Source: an optimization exercise on an open RTL-to-GDS flow (aim: small area). Production flows keep margins and buffers that such runs may drop. Only simulation tests tie the RTL to the original design; equivalence was not proved. No activity file was given, so power comes from the tool's default toggle rates.

## next_pc_predictor
module next_pc_predictor
#(
    parameter int              XLEN        = 32,
    parameter logic [XLEN-1:0] RESET_PC    = '0,
    parameter int              BHT_ENTRIES = 64,
    parameter int              TAG_W       = 8
) (
    input  logic            clk,
    input  logic            rst,
    input  logic            stall,
    output logic [XLEN-1:0] pc,
    output logic            pred_taken,
    output logic [XLEN-1:0] pred_target,
    input  logic            ex_valid,
    input  logic [XLEN-1:0] ex_pc,
    input  logic            ex_branch,
    input  logic            ex_jump,
    input  logic            ex_jalr,
    input  logic [2:0]      ex_funct3,
    input  logic            zero,
    input  logic            less,
    input  logic            less_unsigned,
    input  logic [XLEN-1:0] ex_branch_target,
    input  logic [XLEN-1:0] ex_jalr_target,
    input  logic            ex_pred_taken,
    input  logic [XLEN-1:0] ex_pred_target,
    input  logic            is_ecall,
    input  logic            is_mret,
    input  logic [XLEN-1:0] mtvec,
    input  logic [XLEN-1:0] mepc,
    output logic            flush,
    output logic [31:0]     mispredict_cnt
);
    localparam int IDX_W = $clog2(BHT_ENTRIES);
    logic [XLEN-1:0]  r_pc;
    logic [31:0]      r_mispredict_cnt;
    logic             w_rd_hit;
    logic [XLEN-1:0]  w_rd_tgt;
    logic             w_cond;
    logic             w_act_taken;
    logic             w_jalr_sel;
    logic [XLEN-1:0]  w_act_tgt;
    logic [XLEN-1:0]  w_tgt_diff;
    logic             w_mispredict;
    logic [XLEN-1:0]  w_pc_next;
    logic             w_upd_en;
    logic [XLEN-1:0]  w_pc_plus4;
    logic [XLEN-1:0]  w_ex_pc_plus4;
    logic [31:0]      w_cnt_next;
    logic             w_unused_jalr_lsb;
    assign w_unused_jalr_lsb = ex_jalr_target[0];
    assign w_upd_en = ex_valid & ~is_ecall & ~is_mret;
    bht_btb #(
        .XLEN  (XLEN),
        .IDX_W (IDX_W),
        .TAG_W (TAG_W)
    ) u_bht_btb (
        .clk        (clk),
        .rst        (rst),
  ...
For scale: about 8100 cells after synthesis, roughly 2800 flip-flops, about 310 I/O pins.
==> flow/config.mk <==
export PLATFORM = sky130hd
export DESIGN_NAME = next_pc_predictor
export DESIGN_NICKNAME = next_pc_predictor
export VERILOG_FILES = /design/flow/design.v
export SDC_FILE = /design/flow/constraint.sdc
export NUM_CORES = 8
export LEC_CHECK = 0
export CAP_MARGIN = 10
export CORE_MARGIN = 2
export CORE_UTILIZATION = 55
export CTS_BUF_LIST = sky130_fd_sc_hd__clkbuf_16
export CTS_CLUSTER_DIAMETER = 100
export CTS_CLUSTER_SIZE = 27
export SETUP_SLACK_MARGIN = 0.1
export SLEW_MARGIN = 15
export SYNTH_HIERARCHICAL = 1
==> flow/constraint.sdc <==
create_clock -name core_clock -period 10.0 [get_ports {clk}]
set_input_delay 2.0000 -clock core_clock [delete_from_list [all_inputs] [get_ports {clk}]]
set_output_delay 2.0000 -clock core_clock [all_outputs]
set_load 0.01 [all_outputs]
standard.sh (not shown) runs the stock make flow with config.mk's settings and CLKGATE_MAP_FILE= SYNTH_SCRIPT=/design/flow/synth_recipe.tcl, a recipe that flattens the netlist after the stock synthesis.
==> flow/flow/run.sh <==
#!/bin/bash
# Own layout flow: the standard layout (standard.sh, all ORFS steps),
# except that the buffers ORFS puts on the ports use the smallest buffer
# cell instead of the one buffer_ports picks by default.
# make's full output goes to standard.log; ORFS keeps each step's log
# under orfs/logs/.
set -euo pipefail
export BUFFER_PORTS_ARGS="-buffer_cell sky130_fd_sc_hd__buf_1"
bash standard.sh > standard.log 2>&1
Next try:
--- a/flow/config.mk
+++ b/flow/config.mk
@@ -11,5 +11,5 @@
 export CTS_BUF_LIST = sky130_fd_sc_hd__clkbuf_16
 export CTS_CLUSTER_DIAMETER = 100
-export CTS_CLUSTER_SIZE = 27
+export CTS_CLUSTER_SIZE = 25
 export SETUP_SLACK_MARGIN = 0.1
 export SLEW_MARGIN = 15
Clock skew stays flat.
Total power grows by 0.86%.
Worst setup slack is better by 0.15 ns.
Clock power grows by about 3%.
Core utilization grows by 0.12 points.
Non-clock buffer count stays the same.
Critical path depth does not change.
Die area does not change.
Flip-flop and latch count is unchanged.

[what the ideal ports hide]
How much do the figures lean on ideal ports? The routed layouts below were timed once more, with nothing changed but the port constraints. Step 1 (the two cells are an assumption about what drives the block):
set clk [get_ports {clk}]
set_driving_cell -lib_cell sky130_fd_sc_hd__clkbuf_16 $clk
set_driving_cell -lib_cell sky130_fd_sc_hd__buf_2 [delete_from_list [all_inputs] $clk]
Step 2, shift: input delay + t, output delay - t, t = (earliest + latest rising clock arrival at the registers) / 2. This alone moves slack from input paths to output paths. a / b / c = ideal ports / drivers / drivers and shift; a / b = the first two.
run | shift t [ns] | setup slack, ns | hold WS [ns] | worst register clock-pin slew, ns
the first run | 0.878 | 0.273 / 0.182 / 0.817 | 0.445 / 0.445 / 0.445 | 0.12 / 0.12
the second run | 0.891 | 0.419 / 0.329 / 0.859 | 0.445 / 0.445 / 0.445 | 0.11 / 0.11
After both steps every run listed still meets setup and hold.
